From an optimization exercise on the open Yosys and OpenROAD flow, aimed at small area, a short achievable clock period and few clock cycles per item; shortcuts taken in it are not production practice. RTL that was checked went through simulation tests only; none was proved equivalent to the original. Function not checked in run 5: the RTL went through the layout flow alone. Power is estimated from default activity; no workload was simulated.

[config.mk]
export PLATFORM = sky130hd
export DESIGN_NAME = gated_pulse_count_accumulator
export DESIGN_NICKNAME = gated_pulse_count_accumulator
export VERILOG_FILES = /design/flow/design.v
export SDC_FILE = /design/flow/constraint.sdc
export NUM_CORES = 4
export LEC_CHECK = 0
export CAP_MARGIN = 20
export CORE_MARGIN = 2
export CORE_UTILIZATION = 60
export CTS_BUF_LIST = sky130_fd_sc_hd__clkbuf_16
export CTS_CLUSTER_DIAMETER = 80
export CTS_CLUSTER_SIZE = 24
export PLACE_DENSITY = 0.75
export SLEW_MARGIN = 20
[constraint.sdc]
create_clock -name core_clock -period 11.0 [get_ports {clk}]
set_input_delay 2.2000 -clock core_clock [delete_from_list [all_inputs] [get_ports {clk}]]
set_output_delay 2.2000 -clock core_clock [all_outputs]
set_load 0.01 [all_outputs]
[design.v]
`timescale 1ns / 1ps
package gpca_pkg;
	localparam int HW_COUNT_WIDTH = 16;
	localparam int TOTAL_W        = 32;
	localparam int FOLD_W         = 15;
	localparam int WINDOW_W       = 15;
	localparam int DEBOUNCE_W     = 24;
	localparam int CFG_DATA_W     = 24;
	localparam int CFG_IDX_W      = 2;
	localparam logic [CFG_IDX_W-1:0] CFG_ACTIVE_HIGH    = 2'd0;
	localparam logic [CFG_IDX_W-1:0] CFG_DEBOUNCE_US    = 2'd1;
	localparam logic [CFG_IDX_W-1:0] CFG_FOLD_THRESHOLD = 2'd2;
	localparam logic                RST_ACTIVE_HIGH    = 1'b1;
	localparam logic [FOLD_W-1:0]   RST_FOLD_THRESHOLD = 15'd16384;
	localparam int                  ROUND_W     = DEBOUNCE_W + 1;
	localparam logic [ROUND_W-1:0]  ROUND_UP    = 25'd999;
	localparam int                  RECIP_W     = 26;
	localparam logic [RECIP_W-1:0]  RECIP_1000  = 26'd34359739;
	localparam int                  RECIP_SHIFT = 35;
	typedef struct packed {
		logic [31:0]                       now_ms;
		logic signed [HW_COUNT_WIDTH-1:0]  hw_count;
		logic                              pin_level;
	} sample_t;
	typedef struct packed {
		logic               logical_on;
		logic [TOTAL_W-1:0] accepted_pulses;
		logic [TOTAL_W-1:0] raw_pulses;
		logic [TOTAL_W-1:0] ignored_pulses;
		logic [TOTAL_W-1:0] samples_taken;
		logic [TOTAL_W-1:0] folds_done;
		logic [TOTAL_W-1:0] last_accept_ms;
		logic               clear_request;
	} result_t;
	typedef struct packed {
		logic                active_high;
		logic [WINDOW_W-1:0] window_ms;
		logic [FOLD_W-1:0]   fold_threshold;
	} cfg_t;
endpackage
`timescale 1ns / 1ps
module gpca_cfg (
	input  logic                                 clk,
	input  logic                                 arst_n,
	input  logic                                 cfg_we,
	input  logic [gpca_pkg::CFG_IDX_W-1:0]       cfg_index,
	input  logic [gpca_pkg::CFG_DATA_W-1:0]      cfg_wdata,
	output logic                                 active_high,
	output logic [gpca_pkg::WINDOW_W-1:0]        win_q,
	output logic                                 win_rnz,
	output logic                                 win_zero,    
	output logic [gpca_pkg::FOLD_W-1:0]          fold_threshold,
	output logic                                 busy,
	output logic                                 busy_next    
);
	logic [9:0]  rem_q;      
	logic [3:0]  cnt_q;      
	logic [14:0] quo_q;      
	logic [10:0] trial;
	logic [9:0]  rem_n;
	logic [14:0] quo_n;
	logic        rnz_q;
	logic        wz_q;
	logic        qbit;
	assign trial = {rem_q, quo_q[14]};
	assign qbit  = (trial >= 11'd1000);
	assign busy  = (cnt_q != 4'd0);
	assign busy_next = (cfg_we && cfg_index == gpca_pkg::CFG_DEBOUNCE_US) || (cnt_q > 4'd1);
	always_comb begin
		rem_n = rem_q;
		quo_n = quo_q;
		if (cfg_we && cfg_index == gpca_pkg::CFG_DEBOUNCE_US) begin
			rem_n = {1'b0, cfg_wdata[23:15]};
			quo_n = cfg_wdata[14:0];
		end else if (busy) begin
			rem_n = qbit ? 10'(trial - 11'd1000) : trial[9:0];
			quo_n = {quo_q[13:0], qbit};
		end
	end
	always_ff @(posedge clk or negedge arst_n) begin
		if (!arst_n) begin
			active_high    <= gpca_pkg::RST_ACTIVE_HIGH;
			fold_threshold <= gpca_pkg::RST_FOLD_THRESHOLD;
			rem_q          <= '0;
			quo_q          <= '0;
			cnt_q          <= '0;
			rnz_q          <= 1'b0;
			wz_q           <= 1'b1;
		end else begin
			if (cfg_we && cfg_index == gpca_pkg::CFG_ACTIVE_HIGH) begin
				active_high <= cfg_wdata[0];
			end
			if (cfg_we && cfg_index == gpca_pkg::CFG_FOLD_THRESHOLD) begin
				fold_threshold <= cfg_wdata[gpca_pkg::FOLD_W-1:0];
			end
			if (cfg_we && cfg_index == gpca_pkg::CFG_DEBOUNCE_US) begin
				cnt_q <= 4'd15;
			end else if (busy) begin
				cnt_q <= cnt_q - 4'd1;
			end
			rem_q <= rem_n;
			quo_q <= quo_n;
			rnz_q <= (rem_n != '0);
			wz_q  <= (rem_n == '0) && (quo_n == '0);
		end
	end
	assign win_q    = quo_q;
	assign win_rnz  = rnz_q;
	assign win_zero = wz_q;
endmodule
`timescale 1ns / 1ps
module gpca_core (
	input  logic                            clk,
	input  logic                            arst_n,
	input  logic                            take_in,    
	input  logic                            load_s1,    
	input  logic                            use_skid,   
	input  logic                            skid_load,  
	input  logic                            en,         
	input  logic [48:0]                     sample,
	input  logic                            active_high,
	input  logic [gpca_pkg::WINDOW_W-1:0]   win_q,
	input  logic                            win_rnz,
	input  logic                            win_zero,
	input  logic [gpca_pkg::FOLD_W-1:0]     thr,
	output logic [193:0]                    result
);
	function automatic logic [32:0] add32(input logic [31:0] a, input logic [31:0] b, input logic cin);
		logic [31:0] g;
		logic [31:0] p;
		logic [31:0] gn;
		logic [31:0] pn;
		logic [32:0] c;
		g = a & b;
		p = a ^ b;
		for (int l = 0; l < 5; l++) begin
			gn = g;
			pn = p;
			for (int i = 0; i < 32; i++) begin
				if (((i >> l) & 1) == 1) begin
					gn[i] = g[i] | (p[i] & g[((i >> l) << l) - 1]);
					pn[i] = p[i] & p[((i >> l) << l) - 1];
				end
			end
			g = gn;
			p = pn;
		end
		c[0] = cin;
		for (int i = 0; i < 32; i++) begin
			c[i+1] = g[i] | (p[i] & cin);
		end
		add32 = {c[32], (a ^ b) ^ c[31:0]};
	endfunction
	logic [15:0] prev_q;       
	logic [31:0] s_now;
	logic [15:0] s_dm1;        
	logic        s_pos;
	logic        s_on;
	logic        s_fold;
	logic [15:0] hw;
	logic [32:0] fp;
	logic [32:0] fn;
	logic [14:0] fn_z;
	logic        fold_in;
	logic [32:0] dm;
	assign hw = sample[16:1];
	assign fp = add32({17'd0, hw[14:0]}, {17'd0, ~thr}, 1'b1);
	assign fn = add32({17'd0, hw[14:0]}, {17'd0, thr}, 1'b0);
	assign fn_z[0] = hw[0] ^ thr[0];
	for (genvar i = 1; i < 15; i++) begin : g_fz
		assign fn_z[i] = (hw[i] ^ thr[i]) ^ (hw[i-1] | thr[i-1]);
	end
	assign fold_in = hw[15] ? (!fn[15] || (fn_z == '0)) : fp[15];
	assign dm = add32({16'd0, hw}, {16'd0, ~prev_q}, 1'b0);
	always_ff @(posedge clk or negedge arst_n) begin
		if (!arst_n) begin
			prev_q <= '0;
		end else if (take_in) begin
			prev_q <= fold_in ? '0 : hw;
		end
	end
	logic [50:0] in_w;
	logic [50:0] skid_q;
	assign in_w = {sample[48:17], dm[15:0], !(hw[15] ^ !prev_q[15] ^ dm[16]),
		active_high ? sample[0] : ~sample[0], fold_in};
	always_ff @(posedge clk) begin
		if (skid_load) begin
			skid_q <= in_w;
		end
	end
	always_ff @(posedge clk) begin
		if (load_s1) begin
			{s_now, s_dm1, s_pos, s_on, s_fold} <= use_skid ? skid_q : in_w;
		end
	end
	logic [31:0] idle_q;
	logic        armed_q;
	logic [31:0] acc_q;
	logic [31:0] raw_q;
	logic [31:0] ign_q;
	logic [31:0] smp_q;
	logic [31:0] fold_q;
	logic [31:0] acct_q;
	logic        on_q;
	logic        clr_q;
	logic        wz;
	logic        idle_nz;
	logic [32:0] lo_a;
	logic [14:0] csa_x;
	logic [14:0] csa_y;
	logic [32:0] lo_b;
	logic        lo_ge;
	logic [16:0] hx;
	logic [16:0] hy;
	logic [16:0] hz;
	logic        hi_eq0;
	logic        hi_eq1;
	logic        hi_zero;
	logic        late;
	assign wz      = win_zero;
	assign idle_nz = (idle_q != '0);
	assign lo_a  = add32({17'd0, s_now[14:0]}, {17'd0, ~idle_q[14:0]}, 1'b1);
	assign csa_x = s_now[14:0] ^ ~idle_q[14:0] ^ ~win_q;
	assign csa_y = (s_now[14:0] & ~idle_q[14:0]) | (s_now[14:0] & ~win_q) | (~idle_q[14:0] & ~win_q);
	assign lo_b  = add32({17'd0, csa_x}, {16'd0, csa_y, !win_rnz}, 1'b1);
	assign lo_ge = lo_a[15] ? lo_b[16] : (lo_b[16] || lo_b[15]);
	assign hx = s_now[31:15];
	assign hy = ~idle_q[31:15];
	assign hz[0] = hx[0] ^ hy[0];
	for (genvar i = 1; i < 17; i++) begin : g_hz
		assign hz[i] = (hx[i] ^ hy[i]) ^ (hx[i-1] | hy[i-1]);
	end
	assign hi_eq0  = (s_now[31:15] == idle_q[31:15]);
	assign hi_eq1  = (hz == '0);
	assign hi_zero = lo_a[15] ? hi_eq0 : hi_eq1;
	assign late    = !hi_zero || lo_ge;
	logic armed_t;
	logic take;
	logic hit;
	assign armed_t = armed_q || (!s_on && (wz || (idle_nz && late)));
	assign take    = s_pos && !wz && armed_t;     
	assign hit     = s_pos && (wz || armed_t);    
	logic [31:0] d_x;
	logic [32:0] raw_s;
	logic [32:0] acc_s;
	logic [32:0] ign_s;
	logic [32:0] smp_s;
	logic [32:0] fold_s;
	assign d_x    = {16'd0, s_dm1};
	assign raw_s  = add32(raw_q, d_x, 1'b1);                   
	assign acc_s  = add32(acc_q, wz ? d_x : 32'd0, 1'b1);      
	assign ign_s  = add32(ign_q, d_x, !armed_t);               
	assign smp_s  = add32(smp_q, 32'd0, 1'b1);
	assign fold_s = add32(fold_q, 32'd0, s_fold);
	always_ff @(posedge clk or negedge arst_n) begin
		if (!arst_n) begin
			idle_q  <= '0;
			armed_q <= 1'b0;
			acc_q   <= '0;
			raw_q   <= '0;
			ign_q   <= '0;
			smp_q   <= '0;
			fold_q  <= '0;
			acct_q  <= '0;
		end else if (en) begin
			if (s_on || take) begin
				idle_q <= '0;
			end else if (!idle_nz) begin
				idle_q <= s_now;
			end
			armed_q <= armed_t && !take;
			if (s_pos) begin
				raw_q <= raw_s[31:0];
			end
			if (hit) begin
				acc_q  <= acc_s[31:0];
				acct_q <= s_now;
			end
			if (s_pos && !wz) begin
				ign_q <= ign_s[31:0];
			end
			smp_q  <= smp_s[31:0];
			fold_q <= fold_s[31:0];
		end
	end
	always_ff @(posedge clk) begin
		if (en) begin
			on_q  <= s_on;
			clr_q <= s_fold;
		end
	end
	assign result = {on_q, acc_q, raw_q, ign_q, smp_q, fold_q, acct_q, clr_q};
endmodule
`timescale 1ns / 1ps
module gated_pulse_count_accumulator (
	input  logic                             clk,
	input  logic                             arst_n,
	input  logic                             sample_valid,
	output logic                             sample_ready,
	input  logic [48:0]                      sample,
	output logic                             result_valid,
	input  logic                             result_ready,
	output logic [193:0]                     result,
	input  logic                             cfg_we,
	input  logic [gpca_pkg::CFG_IDX_W-1:0]   cfg_index,
	input  logic [gpca_pkg::CFG_DATA_W-1:0]  cfg_wdata
);
	logic                          active_high;
	logic [gpca_pkg::WINDOW_W-1:0] win_q;
	logic                          win_rnz;
	logic                          win_zero;
	logic [gpca_pkg::FOLD_W-1:0]   thr;
	logic                          busy;
	logic                          busy_next;
	logic                          ready_q;
	logic                          valid_k;
	logic                          valid_s1;
	logic                          valid_s2;
	logic                          adv;
	logic                          load_s1;
	logic                          take_in;
	logic                          valid_k_n;
	assign sample_ready = ready_q;
	assign take_in      = sample_valid && ready_q;
	assign adv          = valid_s1 && (!valid_s2 || result_ready);
	assign load_s1      = !valid_s1 || adv;
	assign valid_k_n    = (valid_k || take_in) && !load_s1;
	always_ff @(posedge clk or negedge arst_n) begin
		if (!arst_n) begin
			ready_q  <= 1'b1;
			valid_k  <= 1'b0;
			valid_s1 <= 1'b0;
			valid_s2 <= 1'b0;
		end else begin
			ready_q <= !valid_k_n && !busy_next;
			valid_k <= valid_k_n;
			if (load_s1) begin
				valid_s1 <= valid_k || take_in;
			end
			if (!valid_s2 || result_ready) begin
				valid_s2 <= valid_s1;
			end
		end
	end
	gpca_cfg u_cfg (
		.clk            (clk),
		.arst_n         (arst_n),
		.cfg_we         (cfg_we),
		.cfg_index      (cfg_index),
		.cfg_wdata      (cfg_wdata),
		.active_high    (active_high),
		.win_q          (win_q),
		.win_rnz        (win_rnz),
		.win_zero       (win_zero),
		.fold_threshold (thr),
		.busy           (busy),
		.busy_next      (busy_next)
	);
	gpca_core u_core (
		.clk         (clk),
		.arst_n      (arst_n),
		.take_in     (take_in),
		.load_s1     (load_s1),
		.use_skid    (valid_k),
		.skid_load   (!valid_k),
		.en          (adv),
		.sample      (sample),
		.active_high (active_high),
		.win_q       (win_q),
		.win_rnz     (win_rnz),
		.win_zero    (win_zero),
		.thr         (thr),
		.result      (result)
	);
	assign result_valid = valid_s2;
endmodule
[flow/run.sh]
#!/bin/bash
# Own layout flow: the standard layout (standard.sh, unchanged synthesis,
# floorplan, power grid, placement, CTS and routing) with two changes:
#  - ports are buffered with sky130_fd_sc_hd__buf_1 instead of the default
#    delay buffer;
#  - timing repair aims for extra setup slack (SETUP_SLACK_MARGIN).
# Each tool's full output stays in orfs/logs; make's output goes to standard.log.
set -euo pipefail
export BUFFER_PORTS_ARGS="-buffer_cell sky130_fd_sc_hd__buf_1"
export SETUP_SLACK_MARGIN=7.2
bash standard.sh > standard.log 2>&1
[standard.sh]
#!/bin/bash
# synth_recipe.tcl (not shown) runs the flow's synth.tcl, then flattens the netlist and writes it again
# the make line also repeats each setting of config.mk as NAME=value (left out here)
make -C /OpenROAD-flow-scripts/flow DESIGN_CONFIG=/design/flow/config.mk WORK_HOME=/design/flow/orfs CLKGATE_MAP_FILE= SYNTH_SCRIPT=/design/flow/synth_recipe.tcl "${@:-finish}"
==> results.cfg, run 1 <==
[global_routing]
grt_pass1_wl_um = 75040
antenna_found_initial = 1
grt_max_degree = 83
first_global_vias = 14540
overflow = 0
grt_usage = 0.2594

[power_and_ir_drop]
ir_worst_vdd_mv = 0.1471
p_leak_nw = 10.99
power_density_nw_per_um2 = 217.5

[routing]
totalWireLength_um = 47330
wl_per_cell_um = 18.09
ant_nets = 0
drt_iter0_drc = 715
route.vias.total = 14790
remaining_drc_errors = 0
via_per_inst = 5.652
first_pass_iters = 5

[floorplan]
start_util = 0.6104
pin_count = 276
die-area_um2 = 35610
rows = 67
core-area_um2 = 33530
chipHeight_um = 188.7
die_x_um = 188.7

[finish]
fin_nets = 2417
num-fill-cells = 2501
diodes = 0
synthToLayoutAreaGrowth_pct = 15.26
final_layout_size_suffix_gt1_frac = 0.1471

[setup_path]
endpoint_kind = flop
start_kind = input pin
crit_type = in -> reg
crit_required_ns = 11.26
arrival_ns = 4.27
crit_fanout = 2

[timing]
hold_violations = 0
min_period_ns = 4.013
timing.setup.tns_ns = 0
max_slew_margin = 0.3997
skew_ns = 0.02935
fin_crit_sh = 0.3648
drv_slew = 0
rsz0062_at_grt = true
holdWs_ns = 0.4641
max_freq_mhz = 249.2
worstMarginPinSlew_ns = 0.8982
finalSetupViolCount = 0

[yosys]
ys_seq_elements = 396
synth_area_leaders = dfrtp_1, ha_1, edfxtp_1
ys_warn_count = 3
async_flop_share = 0.7374
synth_edf_count = 53
syn-cell-area_um2 = 20470
synth_cell_types = 82
synthesis.nets = 2115
yosysSeqAreaShare = 0.4849
yosysTopAreaCell = dfrtp_1
synth.avg_cell_area_um2 = 11.06
synth_top_area_share = 0.3521
synthCells = 1851
ys.flop_type = dfrtp_1

[clock_network]
clkTransAtPathRegs_ns = 0.08
clk_latency_ns = 0.55
clockBufferDepth = 3
cts_tree = yes
cts_made_buffers = 22
cts.sinks = 396
htree_levels = 1
root_buffer = clkbuf_16
cts_hold_buf = 0

[placed_design]
dp_hpwl_um = 34510
io_buffers = 275
gp_congestion = 0.9239

[hold_path]
min_path_type = reg -> reg

[run]
max_cap_viol_count = 0

[status]
status = finished clean
## placed cells by master (no fill, tap or decap), types with 7 or more instances in the layout
cell / synthesis / routed
fa_1: 20 / 18
a22o_1: 32 / 32
nor4_1: 18 / 15
o21ai_0: 72 / 62
or2_2: 8 / 8
a21oi_1: 72 / 54
nand3_1: 42 / 36
o21a_1: 9 / 8
dfxtp_1: 51 / 51
ha_1: 164 / 157
and2_1: 24 / 24
mux2_2: 98 / 98
nor3_1: 20 / 19
a211oi_1: 11 / 9
o211ai_1: 7 / 7
xor2_1: 63 / 63
a21oi_2: 2 / 19
buf_1: 7 / 258
ha_4: 0 / 7
a31oi_1: 19 / 16
nand2b_1: 9 / 8
nand2_1: 165 / 160
nor2b_1: 9 / 9
xnor2_1: 119 / 116
clkbuf_16: 0 / 22
nor2_1: 67 / 60
mux2i_1: 18 / 18
a21o_1: 20 / 20
o21bai_1: 9 / 9
and3_1: 24 / 20
or3_1: 9 / 8
o21ai_1: 1 / 10
buf_4: 2 / 42
nand4_1: 40 / 40
edfxtp_1: 53 / 53
dfrtp_1: 288 / 287
buf_6: 2 / 7
inv_1: 151 / 155
## routing by layer
layer | vias up | part of all wire | GRT usage
li1 | 7074 | - | -
met1 | 7241 | 0.44 | 0.3554
met3 | 72 | 0.054 | 0.03297
met2 | 398 | 0.49 | 0.4423
met5 | - | 0 | 0
met4 | 0 | 0.022 | 0.06010
## registers in the layout (all words and copies together) (netlist names), 32 cells and up
register       flops
u_core.ign_q      32
u_core.acct_q     32
u_core.idle_q     32
u_core.raw_q      32
u_core.smp_q      32
u_core.s_now      32
u_core.fold_q     32
u_core.acc_q      32
u_core.skid_q     51
## repair_timing
action	CTS	global route
gates resized for setup	38	61
pin swaps	25	39
gates cloned	3	1
endpoints found under the setup margin	182	222
setup buffers	25	12
## final cells by class
cell class	instances	area, um2	share of cell area
flip-flops and latches	396	9926	0.4207
multi-input cells	1257	10340	0.4381
repair buffers	324	1513	0.06412
clock inverters	17	127.6	0.005409
well taps	448	560.5	0.02376
clock buffers	22	550.5	0.02333
inverters	152	579.3	0.02455
## critical path, cell delays in order
cell	delay (ns)
buf_8	0.10
ha_4	0.15
fa_2	0.33
a21o_1	0.17
a21oi_2	0.15
o21bai_1	0.10
a31oi_1	0.21
o211a_1	0.20
nor2_2	0.05
a211o_1	0.33
nor3b_2	0.18
o31ai_2	0.09
## cell families (layout without fill, tap and decap cells)
kind of cell    after synthesis  after routing  share of synthesized area
simple gates                466            466                     0.1136
flops                       396            396                     0.4849
compound gates              305            308                     0.1004
buf+inv                     201            515                    0.03998
fa+ha+maj                   184            184                     0.1198
xor+xnor                    182            182                    0.07788
mux                         117            117                    0.06345
## where the power goes
group / switching (mW) / total [mW] / internal (mW)
sequential: 0.295 / 2.13 / 1.83
clock: 0.490 / 0.870 / 0.381
combinational: 1.18 / 2.13 / 0.955
total: 1.96 / 5.13 / 3.17
## cells in the mapped netlist (5+ instances only)
| cell type | n |
|---|---|
| a211oi_1 | 11 |
| a21o_1 | 20 |
| a21oi_1 | 72 |
| a22o_1 | 32 |
| a31o_2 | 6 |
| a31oi_1 | 19 |
| and2_1 | 24 |
| and3_1 | 24 |
| and4_1 | 6 |
| buf_1 | 7 |
| buf_2 | 9 |
| clkbuf_1 | 26 |
| dfrtp_1 | 288 |
| dfxtp_1 | 51 |
| edfxtp_1 | 53 |
| fa_1 | 20 |
| ha_1 | 164 |
| inv_1 | 151 |
| mux2_2 | 98 |
| mux2i_1 | 18 |
| nand2_1 | 165 |
| nand2b_1 | 9 |
| nand3_1 | 42 |
| nand4_1 | 40 |
| nor2_1 | 67 |
| nor2b_1 | 9 |
| nor3_1 | 20 |
| nor3b_1 | 5 |
| nor4_1 | 18 |
| o211ai_1 | 7 |
| o21a_1 | 9 |
| o21ai_0 | 72 |
| o21bai_1 | 9 |
| o31ai_1 | 9 |
| or2_2 | 8 |
| or3_1 | 9 |
| xnor2_1 | 119 |
| xor2_1 | 63 |
## path summary, 6_finish.rpt
| kind | startpoint | endpoint | slack (ns) | depth (start not counted) |
|---|---|---|---|---|
| setup / recovery | sample[1] | u_core.s_pos | 6.99 | 12 |
| hold / removal | u_core.skid_q[18] | u_core.skid_q[18] | 0.46 | 2 |
| setup reg to reg | u_core.s_now[6] | u_core.ign_q[30] | 7.26 | 15 |
| hold reg to reg | u_core.skid_q[18] | u_core.skid_q[18] | 0.46 | 2 |
| max in group asynchronous | arst_n | u_core.fold_q[10] | 7.68 | 3 |
| min in group asynchronous | arst_n | u_core.raw_q[29] | 1.64 | 1 |
## stage by stage
step / util / cell area [um2] / cells / total power, mW / setup WS, ns
after floorplan: - / 20740 / 1851 / 3.532 / 6.623
after global placement: 0.6611 / 22170 / 2536 / 4.010 / 5.424
after detailed placement: 0.6611 / 22170 / 2536 / 4.115 / 5.317
after CTS: 0.6926 / 23220 / 2603 / 5.082 / 6.934
after global routing: 0.7036 / 23590 / 2616 / 5.511 / 6.897
final: 0.7036 / 23590 / 2616 / 5.131 / 6.987
Testbench counts, summed over its fixed seeds: cycles 24,128, items 24,000.
==> run 2, diff against run 1 <==
--- a/flow/run.sh
+++ b/flow/run.sh
@@ -7,5 +7,5 @@
 # Each tool's full output stays in orfs/logs; make's output goes to standard.log.
 set -euo pipefail
 export BUFFER_PORTS_ARGS="-buffer_cell sky130_fd_sc_hd__buf_1"
-export SETUP_SLACK_MARGIN=7.2
+export SETUP_SLACK_MARGIN=6.9
 bash standard.sh > standard.log 2>&1
==> results.cfg, run 2 <==
[status]
status = finished clean

[clock_network]
clockBufferDepth = 3
cts_made_buffers = 21
clk_latency_ns = 0.54
clkTransAtPathRegs_ns = 0.10
htree_levels = 1
root_buffer = clkbuf_16
cts.sinks = 396
cts_tree = yes

[global_routing]
antenna_found_initial = 0
grt_pass1_wl_um = 75640
grt_usage = 0.2609
grt_max_degree = 79
first_global_vias = 14640
overflow = 0

[floorplan]
die-area_um2 = 35610
start_util = 0.6104
die_x_um = 188.7
chipHeight_um = 188.7
rows = 67
pin_count = 276
core-area_um2 = 33530

[yosys]
ys.flop_type = dfrtp_1
synthCells = 1851
yosysSeqAreaShare = 0.4849
synth_top_area_share = 0.3521
synth_common_cells = dfrtp_1, nand2_1, ha_1
ys_seq_elements = 396
synthesis.nets = 2115
async_flop_share = 0.7374
synth_edf_count = 53
synth.avg_cell_area_um2 = 11.06
synth_cell_types = 82
synth_area_leaders = dfrtp_1, ha_1, edfxtp_1
yosysTopAreaCell = dfrtp_1
ys_warn_count = 3
syn-cell-area_um2 = 20470
synth.most_common_cell = dfrtp_1

[setup_path]
endpoint_kind = flop
crit_required_ns = 11.38
cpPeakStageDelay_ns = 0.45
crit_fanout = 5
start_kind = input pin
crit_type = in -> reg
cp_cell_sequence = buf_4, ha_4, fa_2, a21o_1, a21oi_2, o21bai_2, buf_4, a31o_2, a21oi_2, fa_2, o21ai_1
crit_slowest_cell = fa_2
arrival_ns = 4.43

[timing]
fin_crit_sh = 0.3681
drv_slew = 0
rsz0062_at_grt = true
min_period_ns = 4.050
max_freq_mhz = 246.9
skew_ns = 0.01967
worstMarginPinSlew_ns = 0.9695
max_slew_margin = 0.3536
timing.setup.tns_ns = 0
finalSetupViolCount = 0
hold_violations = 0

[power_and_ir_drop]
p_leak_nw = 10.76
p_switching_mw = 1.912
clkPwrFrac = 0.168
combPwrFrac = 0.405
intPower_mw = 3.081
swShare = 0.3829
ir_worst_vdd_mv = 0.1389
power_density_nw_per_um2 = 218.2
finalPower_mw = 4.993
p_seq_frac = 0.427

[finish]
largest_reg_flops = 51
synthToLayoutAreaGrowth_pct = 11.77
diodes = 0
final_cell_mix = dfrtp_1, buf_1, inv_1
post-route-cell-area_um2 = 22880
fin_nets = 2393
regMostFlops = u_core.skid_q
final_layout_size_suffix_gt1_frac = 0.1031
final_common_cell = dfrtp_1

[routing]
route.vias.total = 14670
via_per_inst = 5.663
remaining_drc_errors = 0
ant_nets = 0
first_pass_iters = 5
wl_per_cell_um = 18.10
totalWireLength_um = 46890
drt_iter0_drc = 869

[run]
max_cap_viol_count = 0

[placed_design]
dp_hpwl_um = 34560
gp_congestion = 0.9176
io_buffers = 275
dpl_cell_area_um2 = 21990

[hold_path]
min_path_type = reg -> reg
==> run 2: cell counts after synthesis <==
Identical to the previous run, type by type.
==> run 2: path summary, 6_finish.rpt <==
kind                                    from  slack [ns]  cells after the start                 to
hold / removal             u_core.skid_q[11]        0.46                      2  u_core.skid_q[11]
hold reg to reg            u_core.skid_q[11]        0.46                      2  u_core.skid_q[11]
setup reg to reg             u_core.s_now[6]        7.19                     14    u_core.ign_q[1]
max in group asynchronous             arst_n        7.35                      3  u_core.fold_q[14]
min in group asynchronous             arst_n        1.61                      1   u_core.raw_q[26]
setup / recovery                   sample[1]        6.95                     11    u_core.s_dm1[8]
==> run 2: worst max-delay path: cells and delay by family <==
kind | cells | cell delay (ns)
adders and majority gates | 3 | 0.94
AOI/OAI and AO/OA | 6 | 0.99
buffers and inverters | 2 | 0.29
==> run 2: logic make-up after synthesis <==
logic type,share of synthesized area
xor+xnor,0.07788
flops,0.4849
fa+ha+maj,0.1198
compound gates,0.1004
mux,0.06345
simple gates,0.1136
buf+inv,0.03998
==> run 2: area by class of cell <==
cell class	count	area, um2
Inverter	152	573.1
Tap cell	448	560.5
Timing Repair Buffer	303	1262
Fill cell	2596	10650
Sequential cell	396	9926
Multi-Input combinational cell	1255	9941
Clock buffer	21	525.5
Clock inverter	16	90.09
==> run 2: stage by stage <==
stage          utilization  hold WS [ns]  std cells  setup WS (ns)
6_report            0.6823        0.4649       2591          6.950
2_1_floorplan            -        0.4170       1851          6.623
3_5_place_dp        0.6557        0.4416       2537          5.783
4_1_cts             0.6769        0.4672       2581          6.871
3_3_place_gp        0.6557        0.4436       2537          5.864
5_1_grt             0.6823        0.4858       2591          6.835
==> run 2: what timing repair did <==
item / 4_1_cts / 5_1_grt
buffers inserted: 6 / 9
pin swaps: 11 / 18
hold endpoints to repair: 0 / 0
endpoints found under the setup margin: 132 / 149
gates resized for setup: 10 / 25
hold buffers: 0 / 0
gates cloned: 1 / 1
==> run 2: metal layers <==
layer	track usage	wire length, um	part of all wire	vias up
met4	0.06911	1334	0.028	0
met2	0.4427	22600	0.48	399
met5	0	0	0	-
li1	-	-	-	7002
met3	0.02961	2347	0.050	74
met1	0.3583	20610	0.44	7197
==> run 2: power groups by stage <==
stage / sequential (mW) / clock, mW / combinational, mW
global placement: 2.14 / 0 / 1.86
finish: 2.13 / 0.839 / 2.02
detailed placement: 2.16 / 0 / 1.93
CTS: 2.13 / 0.860 / 1.99
global route: 2.17 / 0.905 / 2.28
floorplan: 2.10 / 0 / 1.41
==> run 3, diff against run 2 <==
--- a/config.mk
+++ b/config.mk
@@ -7,9 +7,8 @@
 export LEC_CHECK = 0
 export CAP_MARGIN = 20
 export CORE_MARGIN = 2
-export CORE_UTILIZATION = 60
-export CTS_BUF_LIST = sky130_fd_sc_hd__clkbuf_16
-export CTS_CLUSTER_DIAMETER = 80
-export CTS_CLUSTER_SIZE = 24
-export PLACE_DENSITY = 0.75
+export CORE_UTILIZATION = 40
+export CTS_BUF_LIST = sky130_fd_sc_hd__clkbuf_8
+export CTS_CLUSTER_SIZE = 32
+export PLACE_DENSITY = 0.6
 export SLEW_MARGIN = 20
==> results.cfg, run 3 <==
[yosys]
synthCells = 1851
synth_common_cells = dfrtp_1, nand2_1, ha_1
synth_cell_types = 82
yosysTopAreaCell = dfrtp_1
synthesis.nets = 2115
synth_area_leaders = dfrtp_1, ha_1, edfxtp_1
synthSimpleGateAreaFrac = 0.1136
ys.flop_type = dfrtp_1
synth_top_family_by_area = adder cells
synth_top_area_share = 0.3521
synth_xor_area_frac = 0.07788
synth_edf_count = 53
syn-cell-area_um2 = 20470
synth_adder_area_share = 0.1198
ys_warn_count = 3
synth-compound-area-share = 0.1004
ys_seq_elements = 396
synth.most_common_cell = dfrtp_1
synth.avg_cell_area_um2 = 11.06
yosysSeqAreaShare = 0.4849
synth_mux_area_frac = 0.06345
async_flop_share = 0.7374

[floorplan]
start_util = 0.4063
die-area_um2 = 53000
rows = 82
pin_count = 276
core-area_um2 = 50380
chipHeight_um = 230.2
die_x_um = 230.2

[timing]
min_period_ns = 4.020
skew_ns = 0.03147
timing.setup.tns_ns = 0
fin_crit_sh = 0.3654
finalSetupViolCount = 0
max_freq_mhz = 248.8
worstMarginPinSlew_ns = 0.9641
rsz0062_at_grt = false
hold_violations = 0
holdWs_ns = 0.4533
max_slew_margin = 0.3573
drv_slew = 0

[finish]
final_layout_size_suffix_gt1_frac = 0.1276
diodes = 0
synthToLayoutAreaGrowth_pct = 16.71
num-fill-cells = 4707
seq_area_um2 = 9926
largest_reg_flops = 51
final_common_cell = dfrtp_1
post-route-cell-area_um2 = 23890
fin_nets = 2438
instances_no_fill = 2905
final_cell_mix = dfrtp_1, buf_1, inv_1
multiInputGateArea_um2 = 9878
regMostFlops = u_core.skid_q

[power_and_ir_drop]
combPwrFrac = 0.364
power_density_nw_per_um2 = 231.5
intPower_mw = 3.455
p_switching_mw = 2.074
p_seq_frac = 0.388
p_leak_nw = 11.15
ir_worst_vdd_mv = 0.09872
clkPwrFrac = 0.248
swShare = 0.3751

[setup_path]
reg2reg_from = u_core.s_now[6]
crit_type = in -> reg
crit_start = sample[9]
endpoint_kind = flop
crit_required_ns = 11.49
start_kind = input pin
crit_fanout = 5
arrival_ns = 4.51
reg2reg_depth = 15

[routing]
drt_iter0_drc = 741
ant_nets = 0
totalWireLength_um = 51280
remaining_drc_errors = 0
route.vias.total = 14940
wl_per_cell_um = 17.65
first_pass_iters = 4
via_per_inst = 5.143

[placed_design]
io_buffers = 275
dpl_cell_area_um2 = 22270
place_inst = 2761
dp_hpwl_um = 37540
gp_congestion = 0.8448

[global_routing]
grt_max_degree = 72
overflow = 0
grt_usage = 0.1920
grt_pass1_wl_um = 80920
first_global_vias = 15140
antenna_found_initial = 0

[hold_path]
min_path_type = reg -> reg
hold-path-cell-count = 2
min-delay-start = u_core.skid_q[2]

[clock_network]
root_buffer = clkbuf_8
cts_hold_buf = 0
htree_levels = 3
cts_tree = yes
clk_latency_ns = 0.65
clkTransAtPathRegs_ns = 0.05
cts.sinks = 396
cts_made_buffers = 73
clockBufferDepth = 3

[status]
status = finished clean

[run]
max_cap_viol_count = 0
[run 3: cell types whose count changed in the layout (fill, tap and decap cells not counted), sizes merged]
cell,before,now
clkinv,1,20
a31oi,21,20
inv,167,177
clkbuf,25,90
clkinvlp,0,2
bufinv,0,1
buf,299,293
[run 3: area by class of cell]
cell class,count,area share
Timing Repair Buffer,297,0.05191
Tap cell,672,0.03520
Multi-Input combinational cell,1254,0.4135
Inverter,152,0.02399
Clock inverter,48,0.01032
Clock buffer,86,0.04955
Sequential cell,396,0.4155
[run 3: what timing repair did]
action / 4_1_cts / 5_1_grt
setup buffers: 1 / 8
endpoints found under the setup margin: 134 / 96
cloned: 0 / 1
resized for setup: 12 / 9
pin swaps: 5 / 14
[run 3: kinds of logic after synthesis]
group,after synthesis
mux,117
xor+xnor,182
compound gates,305
buf+inv,201
simple gates,466
flops,396
fa+ha+maj,184
[run 3: power by group through the flow]
stage	Clock (mW)	Sequential [mW]	Combinational, mW
after floorplan	0	2.10	1.41
after global placement	0	2.16	1.90
after detailed placement	0	2.17	1.97
after CTS	1.42	2.15	1.99
after global routing	1.48	2.18	2.29
final	1.37	2.14	2.01
[run 3: final timing paths]
check,to,slack [ns]
setup / recovery,u_core.s_fold,6.98
hold / removal,u_core.skid_q[2],0.45
setup reg to reg,u_core.ign_q[10],7.18
hold reg to reg,u_core.skid_q[2],0.45
max in group asynchronous,valid_k,7.33
min in group asynchronous,u_core.acc_q[12],1.65
[run 3: routing by layer]
| metal | vias up | share of wire | GRT usage |
|---|---|---|---|
| li1 | 7131 | - | - |
| met1 | 7352 | 0.45 | 0.2539 |
| met2 | 352 | 0.47 | 0.3123 |
| met3 | 104 | 0.050 | 0.04067 |
| met4 | 0 | 0.027 | 0.06633 |
| met5 | - | 0 | 0 |
[run 3: per-stage QoR]
| step | total power, mW | worst slack, ns | util |
|---|---|---|---|
| after floorplan | 3.507 | 6.623 | - |
| after global placement | 4.056 | 5.770 | 0.4421 |
| after detailed placement | 4.138 | 5.703 | 0.4421 |
| after CTS | 5.559 | 6.901 | 0.4715 |
| after global routing | 5.954 | 6.902 | 0.4742 |
| final | 5.529 | 6.980 | 0.4742 |
[run 3: critical path, stage by stage]
cell	delay [ns]
buf_1	0.24
inv_1	0.16
ha_1	0.36
xnor2_1	0.15
or4_1	0.49
nor4_2	0.31
nor3_1	0.13
o41ai_2	0.29
buf_4	0.17
==> run 4, diff against run 3 <==
--- a/flow/run.sh
+++ b/flow/run.sh
@@ -7,5 +7,5 @@
 # Each tool's full output stays in orfs/logs; make's output goes to standard.log.
 set -euo pipefail
 export BUFFER_PORTS_ARGS="-buffer_cell sky130_fd_sc_hd__buf_1"
-export SETUP_SLACK_MARGIN=6.9
+export SETUP_SLACK_MARGIN=7.2
 bash standard.sh > standard.log 2>&1
==> results.cfg, run 4 <==
[routing]
drt_iter0_drc = 839
first_pass_iters = 5
wl_per_cell_um = 17.53
totalWireLength_um = 51170
route.vias.total = 14870
ant_nets = 0
via_per_inst = 5.093
remaining_drc_errors = 0

[global_routing]
antenna_found_initial = 1
grt_max_degree = 158
overflow = 0
grt_usage = 0.1954
grt_pass1_wl_um = 82340
first_global_vias = 15070

[yosys]
synth.avg_cell_area_um2 = 11.06
async_flop_share = 0.7374
yosysSeqAreaShare = 0.4849
ys_warn_count = 3
yosysTopAreaCell = dfrtp_1
synth_area_leaders = dfrtp_1, ha_1, edfxtp_1
synth_top_area_share = 0.3521
ys.flop_type = dfrtp_1
syn-cell-area_um2 = 20470
synth_edf_count = 53
ys_seq_elements = 396
synthesis.nets = 2115
synthCells = 1851
synth.most_common_cell = dfrtp_1
synth_cell_types = 82
synth_common_cells = dfrtp_1, nand2_1, ha_1

[setup_path]
ff2ff_setup_slack_ns = 7.36
start_kind = input pin
reg2reg_from = u_core.idle_q[4]
endpoint_kind = flop
crit_fanout = 4
crit_required_ns = 11.35
crit_type = in -> reg
r2r-end = u_core.ign_q[31]
reg2reg_depth = 15
arrival_ns = 4.30

[timing]
max_slew_margin = 0.3495
skew_ns = 0.03678
drv_slew = 0
timing.setup.tns_ns = 0
rsz0062_at_grt = true
finalSetupViolCount = 0
max_freq_mhz = 252.6
setup_ws_ns = 7.042
fin_crit_sh = 0.3598
hold_violations = 0
min_period_ns = 3.958
worstMarginPinSlew_ns = 0.9734

[hold_path]
min_path_type = reg -> reg
min-delay-start = u_core.skid_q[2]
hold_end = u_core.skid_q[2]
hold-path-cell-count = 2

[power_and_ir_drop]
power_density_nw_per_um2 = 234.0
p_leak_nw = 11.39
finalPower_mw = 5.723
ir_worst_vdd_mv = 0.1083

[clock_network]
clk_latency_ns = 0.65
htree_levels = 3
clockBufferDepth = 3
cts_tree = yes
root_buffer = clkbuf_8
cts_hold_buf = 0
clkTransAtPathRegs_ns = 0.06
cts.sinks = 396
cts_made_buffers = 72

[finish]
synthToLayoutAreaGrowth_pct = 19.46
diodes = 0
final_layout_size_suffix_gt1_frac = 0.1615
regMostFlops = u_core.skid_q
fin_nets = 2453
largest_reg_flops = 51
final_common_cell = dfrtp_1
final_cell_mix = dfrtp_1, buf_1, inv_1
seq_area_um2 = 9928
num-fill-cells = 4688
instances_no_fill = 2919
multiInputGateArea_um2 = 10160

[floorplan]
rows = 82
die_x_um = 230.2
start_util = 0.4063
die-area_um2 = 53000
chipHeight_um = 230.2
pin_count = 276
core-area_um2 = 50380

[status]
status = finished clean

[placed_design]
place_inst = 2759
place_ws_ns = 5.378
dp_hpwl_um = 37400
io_buffers = 275
gp_congestion = 0.8406

[run]
max_cap_viol_count = 0
run 4: cell count changes in the layout (fill, tap and decap cells not counted), sizes merged:
cell | before | now
bufinv | 1 | 5
inv | 177 | 173
clkbuf | 90 | 96
buf | 293 | 306
clkinv | 20 | 14
clkinvlp | 2 | 3
run 4: cell type report:
type,count,area share
clock buffers,89,0.05009
clock inverters,43,0.01351
inverters,152,0.02359
multi-input cells,1254,0.4156
flip-flops and latches,396,0.4060
well taps,672,0.03439
repair buffers,313,0.05680
run 4: routing by layer:
metal	GRT usage	up-vias	part of all wire
met5	0	-	0
met4	0.05948	0	0.022
met3	0.03869	77	0.048
met2	0.3121	346	0.47
met1	0.2682	7284	0.46
li1	-	7160	-
run 4: worst max-delay path: stages:
cell      delay, ns
buf_8          0.11
ha_4           0.15
fa_2           0.34
a21o_1         0.17
a21oi_2        0.15
o21bai_1       0.10
a31oi_1        0.20
o211a_1        0.20
nor2_2         0.06
a211o_1        0.34
nor3b_2        0.19
o31ai_2        0.09
run 4: cell families (layout without fill, tap and decap cells):
kind of cell	count (synthesis)	in the layout	synth area share
buffers and inverters	201	597	0.03998
XOR/XNOR	182	182	0.07788
AO/OA/AOI/OAI	305	305	0.1004
flip-flops	396	396	0.4849
multiplexers	117	117	0.06345
adder cells (fa/ha/maj)	184	184	0.1198
AND/OR/NAND/NOR	466	466	0.1136
run 4: repair_timing:
item,4_1_cts,5_1_grt
buffers inserted,16,12
pin swaps,20,17
gates resized for setup,25,31
endpoints found under the setup margin,180,138
run 4: per-stage QoR:
step / utilization / hold WS, ns / area [um2]
finish: 0.4854 / 0.4553 / 24450
floorplan: - / 0.4170 / 20740
global route: 0.4854 / 0.4793 / 24450
detailed placement: 0.4457 / 0.4511 / 22450
global placement: 0.4457 / 0.4428 / 22450
CTS: 0.4813 / 0.4574 / 24250
run 4: worst max path at each step:
stage / startpoint / endpoint / slack (ns) / cells after the start
6_report: sample[1] / u_core.s_pos / 7.04 / 12
5_1_grt: sample[1] / u_core.s_pos / 6.97 / 12
4_1_cts: sample[1] / u_core.s_pos / 7.04 / 12
3_5_place_dp: result_ready / u_core.acct_q[29] / 5.38 / 8
3_3_place_gp: result_ready / u_core.acct_q[27] / 5.45 / 8
2_1_floorplan: sample[1] / u_core.s_pos / 6.62 / 11
run 4: power by group:
| part | leakage [nW] | switching [mW] | internal (mW) |
|---|---|---|---|
| combinational | 5.70 | 1.17 | 0.928 |
| sequential | 4.83 | 0.301 | 1.84 |
| clock | 0.866 | 0.634 | 0.853 |
==> run 5, diff against run 4 <==
--- a/design.v
+++ b/design.v
@@ -109,6 +109,59 @@
 	assign win_zero = wz_q;
 endmodule
 `timescale 1ns / 1ps
+module gpca_pre (
+	input  logic [15:0]                     hw,
+	input  logic                            pin,
+	input  logic [15:0]                     prev_q,
+	input  logic [gpca_pkg::FOLD_W-1:0]     thr,
+	input  logic                            active_high,
+	output logic [15:0]                     dm1,
+	output logic                            pos,
+	output logic                            on,
+	output logic                            fold
+);
+	function automatic logic [32:0] add32(input logic [31:0] a, input logic [31:0] b, input logic cin);
+		logic [31:0] g;
+		logic [31:0] p;
+		logic [31:0] gn;
+		logic [31:0] pn;
+		logic [32:0] c;
+		g = a & b;
+		p = a ^ b;
+		for (int l = 0; l < 5; l++) begin
+			gn = g;
+			pn = p;
+			for (int i = 0; i < 32; i++) begin
+				if (((i >> l) & 1) == 1) begin
+					gn[i] = g[i] | (p[i] & g[((i >> l) << l) - 1]);
+					pn[i] = p[i] & p[((i >> l) << l) - 1];
+				end
+			end
+			g = gn;
+			p = pn;
+		end
+		c[0] = cin;
+		for (int i = 0; i < 32; i++) begin
+			c[i+1] = g[i] | (p[i] & cin);
+		end
+		add32 = {c[32], (a ^ b) ^ c[31:0]};
+	endfunction
+	logic [32:0] fp;
+	logic [32:0] fn;
+	logic [14:0] fn_z;
+	logic [32:0] dm;
+	assign fp = add32({17'd0, hw[14:0]}, {17'd0, ~thr}, 1'b1);
+	assign fn = add32({17'd0, hw[14:0]}, {17'd0, thr}, 1'b0);
+	assign fn_z[0] = hw[0] ^ thr[0];
+	for (genvar i = 1; i < 15; i++) begin : g_fz
+		assign fn_z[i] = (hw[i] ^ thr[i]) ^ (hw[i-1] | thr[i-1]);
+	end
+	assign fold = hw[15] ? (!fn[15] || (fn_z == '0)) : fp[15];
+	assign dm = add32({16'd0, hw}, {16'd0, ~prev_q}, 1'b0);
+	assign dm1 = dm[15:0];
+	assign pos = !(hw[15] ^ !prev_q[15] ^ dm[16]);
+	assign on  = active_high ? pin : ~pin;
+endmodule
 module gpca_core (
 	input  logic                            clk,
 	input  logic                            arst_n,
@@ -158,20 +211,22 @@
 	logic        s_on;
 	logic        s_fold;
 	logic [15:0] hw;
-	logic [32:0] fp;
-	logic [32:0] fn;
-	logic [14:0] fn_z;
+	logic [15:0] dm1_in;
+	logic        pos_in;
+	logic        on_in;
 	logic        fold_in;
-	logic [32:0] dm;
 	assign hw = sample[16:1];
-	assign fp = add32({17'd0, hw[14:0]}, {17'd0, ~thr}, 1'b1);
-	assign fn = add32({17'd0, hw[14:0]}, {17'd0, thr}, 1'b0);
-	assign fn_z[0] = hw[0] ^ thr[0];
-	for (genvar i = 1; i < 15; i++) begin : g_fz
-		assign fn_z[i] = (hw[i] ^ thr[i]) ^ (hw[i-1] | thr[i-1]);
-	end
-	assign fold_in = hw[15] ? (!fn[15] || (fn_z == '0)) : fp[15];
-	assign dm = add32({16'd0, hw}, {16'd0, ~prev_q}, 1'b0);
+	gpca_pre u_pre (
+		.hw          (hw),
+		.pin         (sample[0]),
+		.prev_q      (prev_q),
+		.thr         (thr),
+		.active_high (active_high),
+		.dm1         (dm1_in),
+		.pos         (pos_in),
+		.on          (on_in),
+		.fold        (fold_in)
+	);
 	always_ff @(posedge clk or negedge arst_n) begin
 		if (!arst_n) begin
 			prev_q <= '0;
@@ -181,8 +236,7 @@
 	end
 	logic [50:0] in_w;
 	logic [50:0] skid_q;
-	assign in_w = {sample[48:17], dm[15:0], !(hw[15] ^ !prev_q[15] ^ dm[16]),
-		active_high ? sample[0] : ~sample[0], fold_in};
+	assign in_w = {sample[48:17], dm1_in, pos_in, on_in, fold_in};
 	always_ff @(posedge clk) begin
 		if (skid_load) begin
 			skid_q <= in_w;
==> flow/run.sh (replaced) <==
#!/bin/bash
# Own layout flow: the standard layout (standard.sh, unchanged synthesis,
# floorplan, power grid, placement, CTS and routing) with two changes:
#  - ports are buffered with sky130_fd_sc_hd__buf_2 instead of the default
#    delay buffer;
#  - timing repair aims for extra setup slack (SETUP_SLACK_MARGIN).
# Each tool's full output stays in orfs/logs; make's output goes to standard.log.
set -euo pipefail
export BUFFER_PORTS_ARGS="-buffer_cell sky130_fd_sc_hd__buf_2"
export SETUP_SLACK_MARGIN=7.2
bash standard.sh > standard.log 2>&1
--- a/config.mk
+++ b/config.mk
@@ -8,7 +8,6 @@
 export CAP_MARGIN = 20
 export CORE_MARGIN = 2
 export CORE_UTILIZATION = 40
-export CTS_BUF_LIST = sky130_fd_sc_hd__clkbuf_8
-export CTS_CLUSTER_SIZE = 32
 export PLACE_DENSITY = 0.6
 export SLEW_MARGIN = 20
+export SYNTH_HIERARCHICAL = 1
==> results.cfg, run 5 <==
[routing]
route.vias.total = 15500
via_per_inst = 5.200
remaining_drc_errors = 0
totalWireLength_um = 54390
wl_per_cell_um = 18.24
ant_nets = 0
drt_iter0_drc = 807
first_pass_iters = 5

[timing]
timing.setup.tns_ns = 0
min_period_ns = 3.904
rsz0062_at_grt = true
drv_slew = 0
hold_violations = 0
max_freq_mhz = 256.1
finalSetupViolCount = 0
max_slew_margin = 0.3043
skew_ns = 0.01264
worstMarginPinSlew_ns = 1.043
fin_crit_sh = 0.3549

[clock_network]
root_buffer = clkbuf_16
clk_latency_ns = 0.58
cts.sinks = 396
clockBufferDepth = 3
cts_made_buffers = 46
clkTransAtPathRegs_ns = 0.06
cts_tree = yes
htree_levels = 2
cts_hold_buf = 0

[setup_path]
crit_required_ns = 11.46
r2r-end = u_core.ign_q[6]
reg2reg_depth = 13
crit_slowest_cell = and4_4
critPathBufInv = 3
path_delay_family = simple AND/OR/NAND/NOR gates
arrival_ns = 4.36
start_kind = input pin
cpPeakStageDelay_ns = 0.23
cp_cell_sequence = buf_6, nand2b_4, and2_4, buf_12, and4_4, and4_4, and4_4, nand4_1, buf_6, nor4_4, and3_4, and2_4, nand4_1, xnor2_1
cpMostUsedCell = and4_4
endpoint_kind = flop
crit_type = in -> reg
ff2ff_setup_slack_ns = 7.33
reg2reg_from = u_core.s_now[14]
crit_fanout = 4

[yosys]
synth_edf_count = 104
synthCells = 1918
ys_warn_count = 10
synth_top_area_share = 0.3382
synth_common_cells = dfrtp_1, inv_1, ha_1
ys_seq_elements = 396
async_flop_share = 0.7374
synth.most_common_cell = dfrtp_1
synthesis.nets = 2182
syn-cell-area_um2 = 21310
synth_area_leaders = dfrtp_1, edfxtp_1, ha_1
synth_cell_types = 83
synth.avg_cell_area_um2 = 11.11
ys.flop_type = dfrtp_1
yosysSeqAreaShare = 0.4898
yosysTopAreaCell = dfrtp_1

[finish]
fin_nets = 2520
final_common_cell = dfrtp_1
final_layout_size_suffix_gt1_frac = 0.2652
synthToLayoutAreaGrowth_pct = 22.29
regMostFlops = u_core.skid_q
multiInputGateArea_um2 = 10550
diodes = 0
largest_reg_flops = 51
post-route-cell-area_um2 = 26060
num-fill-cells = 4772
seq_area_um2 = 10440
fin_util = 0.4948
final_cell_mix = dfrtp_1, buf_2, inv_1

[hold_path]
hold-path-cell-count = 1
min_path_type = reg -> reg
min-delay-start = u_core.smp_q[31]
hold_end = u_core.smp_q[31]

[global_routing]
grt_pass1_wl_um = 86300
grt_usage = 0.1937
first_global_vias = 15600
antenna_found_initial = 0
overflow = 0
grt_max_degree = 147

[power_and_ir_drop]
p_seq_frac = 0.370
swShare = 0.3591
power_density_nw_per_um2 = 219.8
intPower_mw = 3.670
ir_worst_vdd_mv = 0.1225
clkPwrFrac = 0.262
p_switching_mw = 2.056
combPwrFrac = 0.367
p_leak_nw = 12.51

[floorplan]
chipHeight_um = 234.8
start_util = 0.4046
rows = 84
die_x_um = 234.8
pin_count = 276
core-area_um2 = 52660
die-area_um2 = 55130

[run]
max_cap_viol_count = 0

[placed_design]
io_buffers = 275
dp_hpwl_um = 38150
dpl_cell_area_um2 = 23640
gp_congestion = 0.8508

[status]
status = finished clean
## run 5: changes by cell type in the layout (fill, tap and decap cells not counted), sizes merged, moves of 16 or more
cell    previous run  this run
nand3b             3        20
clkbuf            96        71
mux2i             18         0
dfxtp             51         0
buf              306       338
nor2              68        84
o21ai             74       109
edfxtp            53       104
## run 5: cells by family after synthesis
| family | synth area share |
|---|---|
| xor+xnor | 0.07564 |
| compound gates | 0.1065 |
| buf+inv | 0.04334 |
| simple gates | 0.1243 |
| flops | 0.4898 |
| mux | 0.04545 |
| fa+ha+maj | 0.1151 |
## run 5: Yosys stat by module, one instance, submodules excluded
module	cells	times used	flip-flops and latches
gpca_pre	221	1	0
gated_pulse_count_accumulator	14	1	4
gpca_cfg	242	1	47
gpca_core	1441	1	345
## run 5: through the flow
stage | power (mW) | hold slack (ns) | std cells | worst slack [ns]
2_1_floorplan | 3.464 | 0.4551 | 1918 | 6.577
3_3_place_gp | 3.997 | 0.4518 | 2839 | 6.018
3_5_place_dp | 4.067 | 0.4590 | 2839 | 5.941
4_1_cts | 5.650 | 0.4685 | 2948 | 7.068
5_1_grt | 6.121 | 0.4743 | 2981 | 7.002
6_report | 5.726 | 0.4587 | 2981 | 7.096
## run 5: power groups by stage
stage               Clock, mW  Sequential, mW  Combinational [mW]
floorplan                   0            2.08                1.38
global placement            0            2.14                1.86
detailed placement          0            2.15                1.92
CTS                      1.55            2.12                1.98
global route             1.60            2.16                2.35
finish                   1.50            2.12                2.10
## run 5: final cells by class
class | count | area share
sequential | 396 | 0.4005
timing repair buffer | 340 | 0.07962
clock inverter | 15 | 0.005714
tap | 688 | 0.03304
inverter | 170 | 0.02526
multi-input combinational | 1302 | 0.4048
clock buffer | 70 | 0.05109
## run 5: per-layer routing
metal	vias up	track usage	share of wire
met5	-	0	0
met4	0	0.05159	0.023
met3	69	0.02949	0.041
met2	320	0.3351	0.49
met1	7661	0.2527	0.44
li1	7450	-	-
## run 5: timing repair
item / CTS / global route
setup endpoints to repair: 133 / 96
pin swaps: 18 / 26
resized for setup: 37 / 61
gates cloned: 3 / 1
buffers inserted: 21 / 32
## run 5: how the worst max path moves through the flow
stage	start	endpoint	slack [ns]	depth (start not counted)
final	result_ready	u_core.fold_q[31]	7.10	14
after floorplan	result_ready	u_core.fold_q[31]	6.58	11
after detailed placement	result_ready	u_core.fold_q[31]	5.94	12
after CTS	result_ready	u_core.fold_q[31]	7.07	13
after global routing	result_ready	u_core.fold_q[30]	7.00	14
after global placement	result_ready	u_core.fold_q[31]	6.02	12
==> run 6, diff against run 5 <==
--- a/design.v
+++ b/design.v
@@ -109,59 +109,6 @@
 	assign win_zero = wz_q;
 endmodule
 `timescale 1ns / 1ps
-module gpca_pre (
-	input  logic [15:0]                     hw,
-	input  logic                            pin,
-	input  logic [15:0]                     prev_q,
-	input  logic [gpca_pkg::FOLD_W-1:0]     thr,
-	input  logic                            active_high,
-	output logic [15:0]                     dm1,
-	output logic                            pos,
-	output logic                            on,
-	output logic                            fold
-);
-	function automatic logic [32:0] add32(input logic [31:0] a, input logic [31:0] b, input logic cin);
-		logic [31:0] g;
-		logic [31:0] p;
-		logic [31:0] gn;
-		logic [31:0] pn;
-		logic [32:0] c;
-		g = a & b;
-		p = a ^ b;
-		for (int l = 0; l < 5; l++) begin
-			gn = g;
-			pn = p;
-			for (int i = 0; i < 32; i++) begin
-				if (((i >> l) & 1) == 1) begin
-					gn[i] = g[i] | (p[i] & g[((i >> l) << l) - 1]);
-					pn[i] = p[i] & p[((i >> l) << l) - 1];
-				end
-			end
-			g = gn;
-			p = pn;
-		end
-		c[0] = cin;
-		for (int i = 0; i < 32; i++) begin
-			c[i+1] = g[i] | (p[i] & cin);
-		end
-		add32 = {c[32], (a ^ b) ^ c[31:0]};
-	endfunction
-	logic [32:0] fp;
-	logic [32:0] fn;
-	logic [14:0] fn_z;
-	logic [32:0] dm;
-	assign fp = add32({17'd0, hw[14:0]}, {17'd0, ~thr}, 1'b1);
-	assign fn = add32({17'd0, hw[14:0]}, {17'd0, thr}, 1'b0);
-	assign fn_z[0] = hw[0] ^ thr[0];
-	for (genvar i = 1; i < 15; i++) begin : g_fz
-		assign fn_z[i] = (hw[i] ^ thr[i]) ^ (hw[i-1] | thr[i-1]);
-	end
-	assign fold = hw[15] ? (!fn[15] || (fn_z == '0)) : fp[15];
-	assign dm = add32({16'd0, hw}, {16'd0, ~prev_q}, 1'b0);
-	assign dm1 = dm[15:0];
-	assign pos = !(hw[15] ^ !prev_q[15] ^ dm[16]);
-	assign on  = active_high ? pin : ~pin;
-endmodule
 module gpca_core (
 	input  logic                            clk,
 	input  logic                            arst_n,
@@ -206,27 +153,27 @@
 	endfunction
 	logic [15:0] prev_q;       
 	logic [31:0] s_now;
-	logic [15:0] s_dm1;        
-	logic        s_pos;
+	logic [7:0]  s_dml;        
+	logic        s_c8;         
+	logic [7:0]  s_php;        
+	logic [7:0]  s_phg;
 	logic        s_on;
 	logic        s_fold;
 	logic [15:0] hw;
-	logic [15:0] dm1_in;
-	logic        pos_in;
-	logic        on_in;
+	logic [32:0] fp;
+	logic [32:0] fn;
+	logic [14:0] fn_z;
 	logic        fold_in;
+	logic [32:0] dm;
 	assign hw = sample[16:1];
-	gpca_pre u_pre (
-		.hw          (hw),
-		.pin         (sample[0]),
-		.prev_q      (prev_q),
-		.thr         (thr),
-		.active_high (active_high),
-		.dm1         (dm1_in),
-		.pos         (pos_in),
-		.on          (on_in),
-		.fold        (fold_in)
-	);
+	assign fp = add32({17'd0, hw[14:0]}, {17'd0, ~thr}, 1'b1);
+	assign fn = add32({17'd0, hw[14:0]}, {17'd0, thr}, 1'b0);
+	assign fn_z[0] = hw[0] ^ thr[0];
+	for (genvar i = 1; i < 15; i++) begin : g_fz
+		assign fn_z[i] = (hw[i] ^ thr[i]) ^ (hw[i-1] | thr[i-1]);
+	end
+	assign fold_in = hw[15] ? (!fn[15] || (fn_z == '0)) : fp[15];
+	assign dm = add32({24'd0, hw[7:0]}, {24'd0, ~prev_q[7:0]}, 1'b0);
 	always_ff @(posedge clk or negedge arst_n) begin
 		if (!arst_n) begin
 			prev_q <= '0;
@@ -234,9 +181,10 @@
 			prev_q <= fold_in ? '0 : hw;
 		end
 	end
-	logic [50:0] in_w;
-	logic [50:0] skid_q;
-	assign in_w = {sample[48:17], dm1_in, pos_in, on_in, fold_in};
+	logic [58:0] in_w;
+	logic [58:0] skid_q;
+	assign in_w = {sample[48:17], dm[7:0], dm[8], hw[15:8] ^ ~prev_q[15:8], hw[15:8] & ~prev_q[15:8],
+		active_high ? sample[0] : ~sample[0], fold_in};
 	always_ff @(posedge clk) begin
 		if (skid_load) begin
 			skid_q <= in_w;
@@ -244,7 +192,7 @@
 	end
 	always_ff @(posedge clk) begin
 		if (load_s1) begin
-			{s_now, s_dm1, s_pos, s_on, s_fold} <= use_skid ? skid_q : in_w;
+			{s_now, s_dml, s_c8, s_php, s_phg, s_on, s_fold} <= use_skid ? skid_q : in_w;
 		end
 	end
 	logic [31:0] idle_q;
@@ -288,6 +236,12 @@
 	assign hi_eq1  = (hz == '0);
 	assign hi_zero = lo_a[15] ? hi_eq0 : hi_eq1;
 	assign late    = !hi_zero || lo_ge;
+	logic [32:0] dmh;
+	logic [15:0] s_dm1;
+	logic        s_pos;
+	assign dmh   = add32({24'd0, s_php | s_phg}, {24'd0, s_phg}, s_c8);
+	assign s_dm1 = {dmh[7:0], s_dml};
+	assign s_pos = !(s_php[7] ^ dmh[8]);
 	logic armed_t;
 	logic take;
 	logic hit;
==> flow/run.sh (replaced) <==
#!/bin/bash
# Own layout flow: the standard layout (standard.sh, unchanged synthesis,
# floorplan, power grid, placement, CTS and routing) with two changes:
#  - ports are buffered with sky130_fd_sc_hd__buf_1 instead of the default
#    delay buffer;
#  - timing repair aims for extra setup slack (SETUP_SLACK_MARGIN).
# Each tool's full output stays in orfs/logs; make's output goes to standard.log.
set -euo pipefail
export BUFFER_PORTS_ARGS="-buffer_cell sky130_fd_sc_hd__buf_1"
export SETUP_SLACK_MARGIN=7.0
bash standard.sh > standard.log 2>&1
--- a/config.mk
+++ b/config.mk
@@ -7,7 +7,9 @@
 export LEC_CHECK = 0
 export CAP_MARGIN = 20
 export CORE_MARGIN = 2
-export CORE_UTILIZATION = 40
-export PLACE_DENSITY = 0.6
+export CORE_UTILIZATION = 60
+export CTS_BUF_LIST = sky130_fd_sc_hd__clkbuf_16
+export CTS_CLUSTER_DIAMETER = 80
+export CTS_CLUSTER_SIZE = 24
+export PLACE_DENSITY = 0.75
 export SLEW_MARGIN = 20
-export SYNTH_HIERARCHICAL = 1
==> results.cfg, run 6 <==
[timing]
finalSetupViolCount = 0
drv_slew = 0
skew_ns = 0.02868
rsz0062_at_grt = true
hold_violations = 0
max_freq_mhz = 254.9
max_slew_margin = 0.4100
fin_crit_sh = 0.3566
worstMarginPinSlew_ns = 0.8850
setup_ws_ns = 7.078
timing.setup.tns_ns = 0
min_period_ns = 3.922

[global_routing]
overflow = 0
antenna_found_initial = 1
grt_pass1_wl_um = 75550
first_global_vias = 14550
grt_usage = 0.2583
met3_usage = 0.03470
grt_use_met2 = 0.4227
grt_max_degree = 85
grt_most_used_layer = met2
globalRouteMet1Util = 0.3631

[finish]
regMostFlops = u_core.skid_q
instances_no_fill = 2694
diodes = 0
final_layout_size_suffix_gt1_frac = 0.08799
fin_util = 0.6801
largest_reg_flops = 59
final_cell_mix = dfrtp_1, buf_1, nand2_1
fin_nets = 2491
synthToLayoutAreaGrowth_pct = 11.69
post-route-cell-area_um2 = 23440
final_common_cell = dfrtp_1

[floorplan]
start_util = 0.6089
die-area_um2 = 36480
die_x_um = 191.0
pin_count = 276
rows = 68
chipHeight_um = 191.0
core-area_um2 = 34460

[routing]
via_per_inst = 5.624
wl_per_cell_um = 17.84
remaining_drc_errors = 0
totalWireLength_um = 48070
route.vias.total = 15150
first_pass_iters = 7
drt_iter0_drc = 969
ant_nets = 0

[clock_network]
cts_hold_buf = 0
cts.sinks = 412
cts_tree = yes
cts_made_buffers = 23
clkTransAtPathRegs_ns = 0.09
htree_levels = 1
clockBufferDepth = 3
clk_latency_ns = 0.55
root_buffer = clkbuf_16

[power_and_ir_drop]
power_density_nw_per_um2 = 228.9
p_leak_nw = 10.80
ir_worst_vdd_mv = 0.1619

[yosys]
synth_cell_types = 74
async_flop_share = 0.7087
ys.flop_type = dfrtp_1
synth.most_common_cell = dfrtp_1
ys_warn_count = 3
synth_top_area_share = 0.3435
synthesis.nets = 2230
yosysSeqAreaShare = 0.4921
synthCells = 1966
synth.avg_cell_area_um2 = 10.67
yosysTopAreaCell = dfrtp_1
synth_common_cells = dfrtp_1, nand2_1, ha_1
synth_area_leaders = dfrtp_1, ha_1, edfxtp_1
ys_seq_elements = 412
synth_edf_count = 61
syn-cell-area_um2 = 20980

[hold_path]
min_path_type = reg -> reg
min-delay-start = u_core.skid_q[26]

[setup_path]
endpoint_kind = flop
ff2ff_setup_slack_ns = 7.12
crit_fanout = 4
r2r-end = u_core.ign_q[30]
reg2reg_depth = 14
arrival_ns = 4.36
start_kind = input pin
crit_start = result_ready
crit_type = in -> reg
crit_required_ns = 11.43
crit_path_end = u_core.fold_q[31]
reg2reg_from = u_core.s_c8

[status]
status = finished clean

[placed_design]
dpl_cell_area_um2 = 22410
gp_congestion = 0.9126
io_buffers = 275
dp_hpwl_um = 35970
place_ws_ns = 5.889
place_inst = 2641

[run]
max_cap_viol_count = 0
-- run 6: changes by cell type in the layout (fill, tap and decap cells not counted), moves of 16 or more --
cell | before | now
buf_4 | 53 | 20
edfxtp_1 | 104 | 61
buf_1 | 0 | 271
dfxtp_1 | 0 | 59
mux2_2 | 85 | 69
clkbuf_16 | 46 | 23
o21ai_0 | 91 | 111
nand2_1 | 148 | 240
buf_2 | 261 | 0
a31oi_1 | 6 | 30
-- run 6: worst min-delay path by stage --
stage | end | slack [ns] | cells past startpoint
after CTS | u_core.skid_q[26] | 0.47 | 2
after detailed placement | u_core.acc_q[31] | 0.46 | 1
after global placement | u_core.skid_q[24] | 0.45 | 2
after floorplan | u_core.skid_q[1] | 0.43 | 2
final | u_core.skid_q[26] | 0.47 | 2
after global routing | u_core.acc_q[31] | 0.48 | 1
-- run 6: cell type report --
class                           instances  area [um2]
Sequential cell                       412       10330
Tap cell                              455       569.3
Clock buffer                           23       575.6
Clock inverter                         14       102.6
Fill cell                            2683       11020
Timing Repair Buffer                  298        1232
Inverter                              139       525.5
Multi-Input combinational cell       1353       10100
-- run 6: logic make-up after synthesis --
kind of cell               count (synthesis)  synth area share
muxes                                     73           0.03894
AOI/OAI and AO/OA                        332            0.1008
buffers and inverters                    204           0.04061
xor gates and xnor gates                 196           0.08181
DFF                                      412            0.4921
and+or+nand+nor                          565            0.1293
adders and majority gates                184            0.1165
-- run 6: per-stage QoR --
stage / hold slack, ns / power, mW
3_3_place_gp: 0.4518 / 4.288
4_1_cts: 0.4700 / 5.319
2_1_floorplan: 0.4307 / 3.758
3_5_place_dp: 0.4557 / 4.387
5_1_grt: 0.4831 / 5.775
6_report: 0.4652 / 5.365
-- run 6: per-layer routing --
layer	vias up	share of wire
met4	0	0.028
met2	392	0.47
li1	7282	-
met5	-	0
met3	77	0.057
met1	7400	0.44
-- run 6: report_power, final --
group,leakage [nW],switching [mW],internal [mW]
combinational,5.46,1.31,0.972
sequential,4.98,0.278,1.90
clock,0.355,0.511,0.395
total,10.8,2.09,3.27
-- run 6: repair_timing --
item	CTS	global route
cloned	0	3
gates resized for setup	23	35
setup buffers	3	10
endpoints found under the setup margin	147	207
pin swaps	2	16
endpoints found under the hold margin	0	0
-- run 6: worst max-delay path: stages --
cell	delay [ns]
buf_1	0.10
nand2b_1	0.22
nand4_1	0.21
nor4_2	0.25
and4_1	0.31
and3_4	0.23
nand4_1	0.17
nor2_1	0.22
and2_4	0.19
nand3_1	0.10
xnor2_1	0.14
Testbench counts of run 6, summed over its fixed seeds: cycles 24,128, items 24,000.

==> what the ideal ports hide <==
In the flow no input, the clock included, has a driving cell. The finished layouts below were timed again as built, in two steps. Step 1: set_driving_cell puts a clkbuf_16 on clk and a buf_2 on each other input, an assumption about the parent block. Step 2 adds t to the input delays and takes it off the output delays; t is the mean of the earliest and latest rising clock arrival at the registers after step 1. Input paths then give back, and output paths get back, about the clock's delay inside the block. Three values: no drivers, after step 1, after step 2; two values: the first two.
run	t (ns)	slack for setup (ns)	worst setup path after step 2
run 1	0.595	6.987 / 6.987 / 6.393	input to register
run 2	0.581	6.950 / 6.981 / 6.399	input to register
run 3	0.687	6.980 / 6.986 / 6.299	input to register
run 4	0.681	7.042 / 7.041 / 6.359	input to register
run 5	0.625	7.096 / 7.046 / 6.421	input to register
run 6	0.587	7.078 / 7.103 / 6.516	input to register
After both steps setup and hold are still met in every run listed. For run 4, which loses most, drivers alone change the setup slack by -0.001 ns; drivers and shift together by -0.683 ns.
